This is an optimization exercise on Yosys and OpenROAD, whose aim is a short achievable clock period and few clock cycles, not a production implementation. Function was checked by simulation only, so behaviour that the tests miss may differ from the original. Power figures rest on the tool's default switching activity, not on a simulated workload.

==> inputs of run Y <==
## sodor_core
module sodor_core (
    input  logic               clk,
    input  logic               reset,
    input  logic [31:0]        imem_data_i,
    output logic [31:0]        pc_o,
    output logic               retire_valid_o,
    output logic [31:0]        retire_pc_o,
    output logic               retire_is_branch_o,
    output logic               retire_taken_o,
    output logic               retire_writes_rd_o,
    output logic [4:0]         retire_rd_o,
    output logic [31:0]        retire_data_o
);
clock: 6.0 ns
lec_check: 0
abc_clock_period_in_ps: 2500
cap_margin: 20
core_margin: 2
core_utilization: 50
gpl_timing_driven: 1
setup_slack_margin: 3.5
slew_margin: 20
synth_hierarchical: 1
run.sh (not shown) runs the stock make flow with config.mk's settings and CLKGATE_MAP_FILE= SYNTH_SCRIPT=/design/flow/synth_recipe.tcl, a recipe that flattens the netlist after the stock synthesis.
==> inputs of run G, as changes to run Y <==
--- a/flow/design.v
+++ b/flow/design.v
@@ -53,16 +53,14 @@
     output sodor_pkg::word_t     pc_o,
     input  logic                 mispredict_i,
     input  sodor_pkg::word_t     redirect_pc_i,
     input  logic                 x_taken_i,
     input  sodor_pkg::word_t     alu_sum_i,
     input  sodor_pkg::word_t     alu_diff_i,
     input  sodor_pkg::word_t     alu_other_i,
-    input  logic                 alu_lt_i,
-    input  logic                 alu_ltu_i,
     input  logic                 w_wr_i,
     input  sodor_pkg::reg_addr_t w_rd_i,
     input  sodor_pkg::word_t     w_data_i,
     output logic                 x_valid_o,
     output sodor_pkg::word_t     x_pc_o,
     output sodor_pkg::word_t     x_pc4_o,
     output logic [12:0]          x_br_off_o,
@@ -82,14 +80,15 @@
     output sodor_pkg::word_t     x_op_a_o,
     output sodor_pkg::word_t     x_op_b_o
 );
     sodor_pkg::word_t     pc_q;
     sodor_pkg::word_t     pc_pred_q;
     sodor_pkg::word_t     pc_redir_q;
     logic                 redir_q;
+    sodor_pkg::word_t     pc_out_q;
     sodor_pkg::inst_t     inst;
     logic [6:0]           opcode;
     logic [2:0]           funct3;
     sodor_pkg::reg_addr_t rs1_addr;
     sodor_pkg::reg_addr_t rs2_addr;
     sodor_pkg::reg_addr_t rd_addr;
     logic                 is_alu_i;
@@ -195,14 +194,21 @@
         end else begin
             pc_pred_q <= next_pc;
             redir_q   <= mispredict_i;
         end
         pc_redir_q <= redirect_pc_i;
     end
     assign pc_q = redir_q ? pc_redir_q : pc_pred_q;
+    always_ff @(posedge clk) begin
+        if (reset) begin
+            pc_out_q <= sodor_pkg::RESET_PC;
+        end else begin
+            pc_out_q <= mispredict_i ? redirect_pc_i : next_pc;
+        end
+    end
     regfile u_regfile (
         .clk        (clk),
         .rs1_addr_i (rs1_addr),
         .rs2_addr_i (rs2_addr),
         .rs1_data_o (rf_rs1),
         .rs2_data_o (rf_rs2),
         .we_i       (w_wr_i),
@@ -211,39 +217,31 @@
     );
     assign early_rs1 = (w_wr_i && (w_rd_i == rs1_addr)) ? w_data_i : rf_rs1;
     assign early_rs2 = (w_wr_i && (w_rd_i == rs2_addr)) ? w_data_i : rf_rs2;
     assign x_hit1    = x_wr_q && (x_rd_q == rs1_addr);
     assign x_hit2    = x_wr_q && (x_rd_q == rs2_addr);
     assign byp_add   = x_sel_q.add && !x_sub_q;
     assign byp_sub   = x_sel_q.add && x_sub_q;
-    assign byp_oth   = !x_sel_q.add && !x_sel_q.slt && !x_sel_q.sltu;
+    assign byp_oth   = !x_sel_q.add;
     assign rest_a    = ({32{x_hit1 && byp_oth}} & alu_other_i)
                      | ({32{!x_hit1}}           & early_rs1);
     assign rest_b    = ({32{is_alu_i}}                         & imm)
                      | ({32{!is_alu_i && x_hit2 && byp_oth}}   & alu_other_i)
                      | ({32{!is_alu_i && !x_hit2}}             & early_rs2);
     bypass_mux u_bypass_a (
         .sel_sum_i  (x_hit1 && byp_add),
         .sel_diff_i (x_hit1 && byp_sub),
-        .sel_lt_i   (x_hit1 && x_sel_q.slt),
-        .sel_ltu_i  (x_hit1 && x_sel_q.sltu),
-        .lt_i       (alu_lt_i),
-        .ltu_i      (alu_ltu_i),
         .sum_i      (alu_sum_i),
         .diff_i     (alu_diff_i),
         .rest_i     (rest_a),
         .y_o        (op_a)
     );
     bypass_mux u_bypass_b (
         .sel_sum_i  (!is_alu_i && x_hit2 && byp_add),
         .sel_diff_i (!is_alu_i && x_hit2 && byp_sub),
-        .sel_lt_i   (!is_alu_i && x_hit2 && x_sel_q.slt),
-        .sel_ltu_i  (!is_alu_i && x_hit2 && x_sel_q.sltu),
-        .lt_i       (alu_lt_i),
-        .ltu_i      (alu_ltu_i),
         .sum_i      (alu_sum_i),
         .diff_i     (alu_diff_i),
         .rest_i     (rest_b),
         .y_o        (op_b)
     );
     always_comb begin
         sel      = '0;
@@ -274,15 +272,15 @@
         x_pred_never_q <= pred_taken && !(is_branch && (funct3[2:1] != 2'b01));
         x_sub_q       <= is_alu_r && inst[30];
         x_sra_q       <= inst[30];
         x_sel_q       <= sel;
         x_op_a_q      <= op_a;
         x_op_b_q      <= op_b;
     end
-    assign pc_o          = pc_q;
+    assign pc_o          = pc_out_q;
     assign x_valid_o     = x_valid_q;
     assign x_pc_o        = x_pc_q;
     assign x_pc4_o       = x_pc4_q;
     assign x_br_off_o    = x_br_off_q;
     assign x_pred_o      = x_pred_q;
     assign x_is_branch_o = x_is_branch_q;
     assign x_wr_o        = x_wr_q;
@@ -299,54 +297,53 @@
     assign x_op_a_o      = x_op_a_q;
     assign x_op_b_o      = x_op_b_q;
 endmodule
 `default_nettype wire
 `default_nettype none
 module loop_predictor #(
     parameter int ENTRIES = 8,
-    parameter int CNT_W   = 6,
-    parameter int TAG_W   = 12
+    parameter int CNT_W   = 6
 ) (
     input  logic             clk,
     input  logic             reset,
     input  sodor_pkg::word_t f_pc_a_i,
     input  sodor_pkg::word_t f_pc_b_i,
     input  logic             f_sel_b_i,
     output logic             exit_o,
     input  logic             x_update_i,
     input  sodor_pkg::word_t x_pc_i,
     input  logic             x_taken_i
 );
     logic             valid_q  [ENTRIES];
     logic             conf_q   [ENTRIES];
-    logic [TAG_W:1]   tag_q    [ENTRIES];
+    logic [31:1]      tag_q    [ENTRIES];
     logic [CNT_W-1:0] cnt_q    [ENTRIES];
     logic [CNT_W-1:0] trip_q   [ENTRIES];
     logic [2:0]       victim_q;
     logic             u_update_q;
     logic             u_taken_q;
-    logic [TAG_W:1]   u_pc_q;
+    logic [31:1]      u_pc_q;
     logic [ENTRIES-1:0] f_exit;
     logic [ENTRIES-1:0] u_hit;
     logic             exit_a;
     logic             exit_b;
     always_comb begin
         exit_a = 1'b0;
         exit_b = 1'b0;
         for (int i = 0; i < ENTRIES; i++) begin
             f_exit[i] = valid_q[i] && conf_q[i] && (cnt_q[i] == trip_q[i]);
-            exit_a    = exit_a | (f_exit[i] & (tag_q[i] == f_pc_a_i[TAG_W:1]));
-            exit_b    = exit_b | (f_exit[i] & (tag_q[i] == f_pc_b_i[TAG_W:1]));
+            exit_a    = exit_a | (f_exit[i] & (tag_q[i] == f_pc_a_i[31:1]));
+            exit_b    = exit_b | (f_exit[i] & (tag_q[i] == f_pc_b_i[31:1]));
         end
     end
     assign exit_o = f_sel_b_i ? exit_b : exit_a;
     always_ff @(posedge clk) begin
         u_update_q <= x_update_i && !reset;
         u_taken_q  <= x_taken_i;
-        u_pc_q     <= x_pc_i[TAG_W:1];
+        u_pc_q     <= x_pc_i[31:1];
     end
     always_comb begin
         for (int i = 0; i < ENTRIES; i++) begin
             u_hit[i] = valid_q[i] && (tag_q[i] == u_pc_q);
         end
     end
     always_ff @(posedge clk) begin
@@ -427,25 +424,20 @@
     assign target_o = {hi, lo[12:0]};
 endmodule
 `default_nettype wire
 `default_nettype none
 module bypass_mux (
     input  logic             sel_sum_i,
     input  logic             sel_diff_i,
-    input  logic             sel_lt_i,
-    input  logic             sel_ltu_i,
-    input  logic             lt_i,
-    input  logic             ltu_i,
     input  sodor_pkg::word_t sum_i,
     input  sodor_pkg::word_t diff_i,
     input  sodor_pkg::word_t rest_i,
     output sodor_pkg::word_t y_o
 );
-    assign y_o = ({32{sel_sum_i}} & sum_i) | ({32{sel_diff_i}} & diff_i) | rest_i
-               | {31'd0, (sel_lt_i & lt_i) | (sel_ltu_i & ltu_i)};
+    assign y_o = ({32{sel_sum_i}} & sum_i) | ({32{sel_diff_i}} & diff_i) | rest_i;
 endmodule
 `default_nettype wire
 `default_nettype none
 module pc_hi_incdec (
     input  logic [18:0] hi_i,
     output logic [18:0] inc_o,
     output logic [18:0] dec_o
@@ -488,22 +480,22 @@
         .a_i     (op_a_i),
         .shamt_i (op_b_i[4:0]),
         .sra_i   (sra_i),
         .sll_o   (sll_res),
         .sr_o    (sr_res)
     );
     assign other    = ({32{sel_i.sll}}  & sll_res)
+                    | ({32{sel_i.slt}}  & {31'd0, lt_i})
+                    | ({32{sel_i.sltu}} & {31'd0, ltu_i})
                     | ({32{sel_i.xor_}} & (op_a_i ^ op_b_i))
                     | ({32{sel_i.sr}}   & sr_res)
                     | ({32{sel_i.or_}}  & (op_a_i | op_b_i))
                     | ({32{sel_i.and_}} & (op_a_i & op_b_i));
     assign result_o = ({32{sel_i.add & !sub_i}} & sum)
                     | ({32{sel_i.add &  sub_i}} & diff)
-                    | ({32{sel_i.slt}}  & {31'd0, lt_i})
-                    | ({32{sel_i.sltu}} & {31'd0, ltu_i})
                     | other;
     assign sum_o    = sum;
     assign diff_o   = diff;
     assign other_o  = other;
 endmodule
 `default_nettype wire
 `default_nettype none
@@ -603,61 +595,45 @@
     input  logic                 x_valid_i,
     input  sodor_pkg::word_t     x_pc_i,
     input  logic                 x_is_branch_i,
     input  logic                 x_taken_i,
     input  logic                 x_wr_i,
     input  sodor_pkg::reg_addr_t x_rd_i,
     input  sodor_pkg::word_t     x_data_i,
+    output logic                 w_valid_o,
+    output sodor_pkg::word_t     w_pc_o,
+    output logic                 w_is_branch_o,
+    output logic                 w_taken_o,
     output logic                 w_wr_o,
     output sodor_pkg::reg_addr_t w_rd_o,
-    output sodor_pkg::word_t     w_data_o,
-    output logic                 r_valid_o,
-    output sodor_pkg::word_t     r_pc_o,
-    output logic                 r_is_branch_o,
-    output logic                 r_taken_o,
-    output logic                 r_writes_rd_o,
-    output sodor_pkg::reg_addr_t r_rd_o,
-    output sodor_pkg::word_t     r_data_o
+    output sodor_pkg::word_t     w_data_o
 );
-    logic                 wr_q;
-    sodor_pkg::reg_addr_t rd_q;
-    sodor_pkg::word_t     data_q;
     logic                 valid_q;
     sodor_pkg::word_t     pc_q;
     logic                 is_branch_q;
     logic                 taken_q;
-    logic                 writes_rd_q;
-    sodor_pkg::reg_addr_t ret_rd_q;
-    sodor_pkg::word_t     ret_data_q;
-    always_ff @(posedge clk) begin
-        wr_q   <= x_wr_i && !reset;
-        rd_q   <= x_rd_i;
-        data_q <= x_data_i;
-    end
+    logic                 wr_q;
+    sodor_pkg::reg_addr_t rd_q;
+    sodor_pkg::word_t     data_q;
     always_ff @(posedge clk) begin
-        valid_q <= x_valid_i && !reset;
-        if (x_valid_i) begin
-            pc_q        <= x_pc_i;
-            is_branch_q <= x_is_branch_i;
-            taken_q     <= x_taken_i;
-            writes_rd_q <= x_wr_i;
-            ret_rd_q    <= x_rd_i;
-            ret_data_q  <= x_data_i;
-        end
-    end
+        valid_q     <= x_valid_i && !reset;
+        wr_q        <= x_wr_i && !reset;
+        pc_q        <= x_pc_i;
+        is_branch_q <= x_is_branch_i;
+        taken_q     <= x_taken_i;
+        rd_q        <= x_rd_i;
+        data_q      <= x_data_i;
+    end
+    assign w_valid_o     = valid_q;
+    assign w_pc_o        = pc_q;
+    assign w_is_branch_o = is_branch_q;
+    assign w_taken_o     = taken_q;
     assign w_wr_o        = wr_q;
     assign w_rd_o        = rd_q;
     assign w_data_o      = data_q;
-    assign r_valid_o     = valid_q;
-    assign r_pc_o        = pc_q;
-    assign r_is_branch_o = is_branch_q;
-    assign r_taken_o     = taken_q;
-    assign r_writes_rd_o = writes_rd_q;
-    assign r_rd_o        = ret_rd_q;
-    assign r_data_o      = ret_data_q;
 endmodule
 `default_nettype wire
 `timescale 1ns/1ps
 `default_nettype none
 module sodor_core (
     input  logic               clk,
     input  logic               reset,
@@ -697,30 +673,32 @@
     logic                 eq;
     logic                 lt;
     logic                 ltu;
     logic                 taken;
     sodor_pkg::word_t     target;
     logic                 mispredict;
     sodor_pkg::word_t     redirect_pc;
+    logic                 w_valid;
+    sodor_pkg::word_t     w_pc;
+    logic                 w_is_branch;
+    logic                 w_taken;
     logic                 w_wr;
     sodor_pkg::reg_addr_t w_rd;
     sodor_pkg::word_t     w_data;
     front_end u_front_end (
         .clk           (clk),
         .reset         (reset),
         .imem_data_i   (imem_data_i),
         .pc_o          (pc_o),
         .mispredict_i  (mispredict),
         .redirect_pc_i (redirect_pc),
         .x_taken_i     (taken),
         .alu_sum_i     (alu_sum),
         .alu_diff_i    (alu_diff),
         .alu_other_i   (alu_other),
-        .alu_lt_i      (lt),
-        .alu_ltu_i     (ltu),
         .w_wr_i        (w_wr),
         .w_rd_i        (w_rd),
         .w_data_i      (w_data),
         .x_valid_o     (x_valid),
         .x_pc_o        (x_pc),
         .x_pc4_o       (x_pc4),
         .x_br_off_o    (x_br_off),
@@ -786,20 +764,24 @@
         .x_valid_i     (x_valid),
         .x_pc_i        (x_pc),
         .x_is_branch_i (x_is_branch),
         .x_taken_i     (taken),
         .x_wr_i        (x_wr),
         .x_rd_i        (x_rd),
         .x_data_i      (alu_result),
+        .w_valid_o     (w_valid),
+        .w_pc_o        (w_pc),
+        .w_is_branch_o (w_is_branch),
+        .w_taken_o     (w_taken),
         .w_wr_o        (w_wr),
         .w_rd_o        (w_rd),
-        .w_data_o      (w_data),
-        .r_valid_o     (retire_valid_o),
-        .r_pc_o        (retire_pc_o),
-        .r_is_branch_o (retire_is_branch_o),
-        .r_taken_o     (retire_taken_o),
-        .r_writes_rd_o (retire_writes_rd_o),
-        .r_rd_o        (retire_rd_o),
-        .r_data_o      (retire_data_o)
+        .w_data_o      (w_data)
     );
+    assign retire_valid_o     = w_valid;
+    assign retire_pc_o        = w_pc;
+    assign retire_is_branch_o = w_is_branch;
+    assign retire_taken_o     = w_taken;
+    assign retire_writes_rd_o = w_wr;
+    assign retire_rd_o        = w_rd;
+    assign retire_data_o      = w_data;
 endmodule
 `default_nettype wire
==> qor summary <==
metric	run G	run Y
Run status	no timing/DRC/antenna violations	no timing/DRC/antenna violations
Combinational share of power	29.8%	27.5%
Final period demand of the worst path	3.64 ns	3.37 ns
Row cnt	163	154
Top cell by count, worst path	nand4_1	buf_12
Critical path origin	u_front_end.pc_redir_q[20]	u_front_end.x_op_b_q[0]
Placeable core region	197000 um^2	176000 um^2
Share of cell area taken by multi-input logic gates	41.5%	42.3%
Wire length of the first global-routing pass	570000 um	460000 um
Via Count	79308	67486
Number of enable-type register cells in the synthesized netlist	1288	1208
Seq Cell Count	1716	1551
Slew at the pin closest to its max-slew limit	1.17 ns	1.14 ns
Antenna violations before repair	28	12
Ratio of cells with drive above 1 in the final layout	35.3%	34.9%
Routability-driven placement congestion ratio	1.00	0.943
End-of-flow core utilization	64.4%	62.6%
Testbench counts of run Y, summed over its fixed seeds: cycles 33,106.
Testbench counts of run G, summed over its fixed seeds: cycles 33,106.

-- what the ideal ports hide --
How much do the figures lean on ideal ports? The routed layouts below were timed once more, with nothing changed but the port constraints.
Step 1, drivers: a clkbuf_16 drives clk and a buf_2 each remaining input, both assumed.
Step 2 times the ports against the registers' clock, not the clock port: input delays grow and output delays shrink by t, the midpoint of the rising clock arrivals with the driver on.
Slacks: ideal / step 1 / step 2; pairs: ideal / step 1.
| run | t (ns) | slack for setup (ns) | pins driven straight from the clock port |
|---|---|---|---|
| run Y | 0.891 | 2.632 / 2.518 / 1.628 | 1 |
| run G | 0.955 | 2.364 / 2.364 / 1.586 | 1 |
After both steps every run listed still meets setup and hold. The setup slack of run Y, which loses most, moves by -0.114 ns with the drivers and by -1.004 ns with both steps.
